This design comes from an exercise in tuning for small area, a short achievable clock period and few clock cycles on the open sky130 flow, not from production work. RTL that was checked went through simulation tests only; none was proved equivalent to the original.

==> flow/design.v (excerpt) <==
module rtc_fields_to_epoch_seconds_unit (
  input  logic      clk,
  input  logic      rst,
  input  logic      start,
  output logic      busy,
  input  rfes_pkg::rfes_in_t  fields,
  output logic      done,
  output rfes_pkg::rfes_out_t result,
  input  logic      cfg_write,
  input  logic      cfg_index,
  input  logic      cfg_data
);
  logic        bcd_mode;
  logic        twelve_hour_mode;
  always_ff @(posedge clk) begin
    if (rst) begin
      bcd_mode         <= 1'b1;
      twelve_hour_mode <= 1'b0;
    end else if (cfg_write) begin
      case (cfg_index)
        rfes_pkg::CFG_BCD_MODE:  bcd_mode         <= cfg_data;
        rfes_pkg::CFG_TWELVE_HR: twelve_hour_mode <= cfg_data;
        default:       bcd_mode         <= bcd_mode;
      endcase
    end
  end
  assign busy = 1'b0;
  logic [5:0]  sec6;
  logic [5:0]  min6;
  logic [4:0]  hv5;
  logic [4:0]  day5;
  logic [6:0]  yr7;
  logic [3:0]  mon4;
  logic [3:0]  h4;
  logic [4:0]  hr5;
  logic        leap;
  ...
export LEC_CHECK = 0
export CAP_MARGIN = 20
export CORE_MARGIN = 2
export CORE_UTILIZATION = 40
export CTS_BUF_LIST = sky130_fd_sc_hd__clkbuf_8
export SETUP_SLACK_MARGIN = 4.5
export SLEW_MARGIN = 20
create_clock -name core_clock -period 8.0 [get_ports {clk}]
standard.sh (not shown) runs the stock make flow with config.mk's settings and CLKGATE_MAP_FILE= SYNTH_SCRIPT=/design/flow/synth_recipe.tcl, a recipe that flattens the netlist after the stock synthesis.
==> flow/flow/run.sh <==
#!/bin/bash
# Standard layout, with the port buffers made of the smallest buffer cell and
# Yosys's generic fine-grained ABC pass skipped, so that the adders written as
# gates reach full-adder extraction as written.
set -euo pipefail
bash standard.sh SYNTH_ARGS=-noabc BUFFER_PORTS_ARGS="-buffer_cell sky130_fd_sc_hd__buf_1" finish > standard_flow.log 2>&1
Then changed:
--- a/flow/design.v
+++ b/flow/design.v
@@ -570,67 +570,78 @@
     ml[0] = (mon4 == 4'd2) && !leap;
     ml[1] = (mon4 == 4'd2) && leap;
     ml[2] = (mon4 == 4'd4) || (mon4 == 4'd6) || (mon4 == 4'd9) || (mon4 == 4'd11);
     ml[3] = !(ml[0] || ml[1] || ml[2]);
     err_day = (fields.raw_monthday == 8'd0) || rfes_pkg::day_gt(fields.raw_monthday, bcd_mode, ml);
     err_all = err_sec || err_min || err_hr || err_day || err_mon || err_yr;
     if (bcd_mode) begin
       fields_r = {fields.raw_year[1] ^ fields.raw_year[4], fields.raw_year[0]};
     end else begin
       fields_r = fields.raw_year[1:0];
     end
   end
-  logic [12:1] mon_oh;
-  assign mon_oh[1] = (mon4 == 4'd1);
-  assign mon_oh[2] = (mon4 == 4'd2);
-  assign mon_oh[3] = (mon4 == 4'd3);
-  assign mon_oh[4] = (mon4 == 4'd4);
-  assign mon_oh[5] = (mon4 == 4'd5);
-  assign mon_oh[6] = (mon4 == 4'd6);
-  assign mon_oh[7] = (mon4 == 4'd7);
-  assign mon_oh[8] = (mon4 == 4'd8);
-  assign mon_oh[9] = (mon4 == 4'd9);
-  assign mon_oh[10] = (mon4 == 4'd10);
-  assign mon_oh[11] = (mon4 == 4'd11);
-  assign mon_oh[12] = (mon4 == 4'd12);
+  logic [3:0]  mona;
+  logic [2:0]  monb;
+  assign mona[0] = (mon4 == 4'd1) || (mon4 == 4'd5) || (mon4 == 4'd9);
+  assign mona[1] = (mon4 == 4'd2) || (mon4 == 4'd6) || (mon4 == 4'd10);
+  assign mona[2] = (mon4 == 4'd3) || (mon4 == 4'd7) || (mon4 == 4'd11);
+  assign mona[3] = (mon4 == 4'd4) || (mon4 == 4'd8) || (mon4 == 4'd12);
+  assign monb[0] = (mon4 == 4'd1) || (mon4 == 4'd2) || (mon4 == 4'd3) || (mon4 == 4'd4);
+  assign monb[1] = (mon4 == 4'd5) || (mon4 == 4'd6) || (mon4 == 4'd7) || (mon4 == 4'd8);
+  assign monb[2] = (mon4 == 4'd9) || (mon4 == 4'd10) || (mon4 == 4'd11) || (mon4 == 4'd12);
   logic        v_q;
   logic        err_q;
   logic [4:0]  q_q;
   logic [1:0]  r_q;
-  logic [12:1] mon_q;    
+  logic [3:0]  mona_q;   
+  logic [2:0]  monb_q;   
   logic [4:0]  day_q;
   logic [4:0]  hr_q;
   logic [5:0]  min_q;
   logic [5:0]  sec_q;
   logic        leap_q;
   always_ff @(posedge clk) begin
     if (rst) begin
       v_q <= 1'b0;
     end else begin
       v_q <= start;
     end
   end
   always_ff @(posedge clk) begin
     err_q <= err_all;
     q_q   <= yr7[6:2];
     r_q   <= fields_r;
-    mon_q <= mon_oh;
+    mona_q <= mona;
+    monb_q <= monb;
     day_q <= day5;
     hr_q  <= hr5;
     min_q <= min6;
     sec_q <= sec6;
     leap_q <= leap;
   end
   logic [31:0] epoch;
   logic [31:0] tab;
+  logic [12:1] mon_q;
+  assign mon_q[1] = mona_q[0] & monb_q[0];
+  assign mon_q[2] = mona_q[1] & monb_q[0];
+  assign mon_q[3] = mona_q[2] & monb_q[0];
+  assign mon_q[4] = mona_q[3] & monb_q[0];
+  assign mon_q[5] = mona_q[0] & monb_q[1];
+  assign mon_q[6] = mona_q[1] & monb_q[1];
+  assign mon_q[7] = mona_q[2] & monb_q[1];
+  assign mon_q[8] = mona_q[3] & monb_q[1];
+  assign mon_q[9] = mona_q[0] & monb_q[2];
+  assign mon_q[10] = mona_q[1] & monb_q[2];
+  assign mon_q[11] = mona_q[2] & monb_q[2];
+  assign mon_q[12] = mona_q[3] & monb_q[2];
   assign tab[0] = 1'b0;
   assign tab[1] = 1'b0;
   assign tab[2] = 1'b0;
   assign tab[3] = 1'b0;
   assign tab[4] = 1'b0;
   assign tab[5] = 1'b0;
   assign tab[6] = 1'b0;
   assign tab[7] = (mon_q[1] & ~leap_q) | (mon_q[2] & leap_q) | mon_q[4] | mon_q[5] | mon_q[8] | mon_q[11] | mon_q[12];
   assign tab[8] = (mon_q[1] & ~leap_q) | mon_q[5] | mon_q[7] | mon_q[8] | mon_q[10] | mon_q[11];
   assign tab[9] = mon_q[1] | (mon_q[2] & ~leap_q) | mon_q[4] | mon_q[5] | mon_q[6] | mon_q[7] | mon_q[11];
   assign tab[10] = mon_q[3] | mon_q[5] | mon_q[6] | mon_q[10];
   assign tab[11] = mon_q[3] | mon_q[4] | mon_q[10] | mon_q[11] | mon_q[12];
Effect:
- non-clock buffer count is lower by 5
- worst setup slack degrades by 0.0034 ns
- maximum frequency stays flat
- routed wire length is lower by 0.83%
- cell count is higher by about 3.3%
- die area is higher by 2.3%
Testbench counts after the change, summed over its fixed seeds: cycles 2,112.
No functional check of the RTL was part of the first run of this note.

## separate check: timing with driven ports
The results above use ideal ports. As a check the final layouts listed here were re-extracted and re-timed, cells and wires unchanged.
Step 1: set_driving_cell puts a clkbuf_16 on clk and a buf_2 on each other input, an assumption about the parent block.
Step 2, shift: input delay + t, output delay - t, t = (earliest + latest rising clock arrival at the registers) / 2. This alone moves slack from input paths to output paths.
a / b / c = no drivers / after step 1 / after step 2; a / b = the first two.
run	t, ns	setup slack, ns	hold slack, ns	slew at the worst register clock pin (ns)	pins driven straight from the clock port
the first run	0.411	4.310 / 4.275 / 4.356	0.336 / 0.336 / 0.336	0.10 / 0.10	1
the second run	0.408	4.307 / 4.270 / 4.450	0.331 / 0.331 / 0.331	0.10 / 0.10	1
After both steps every run listed still meets setup and hold.
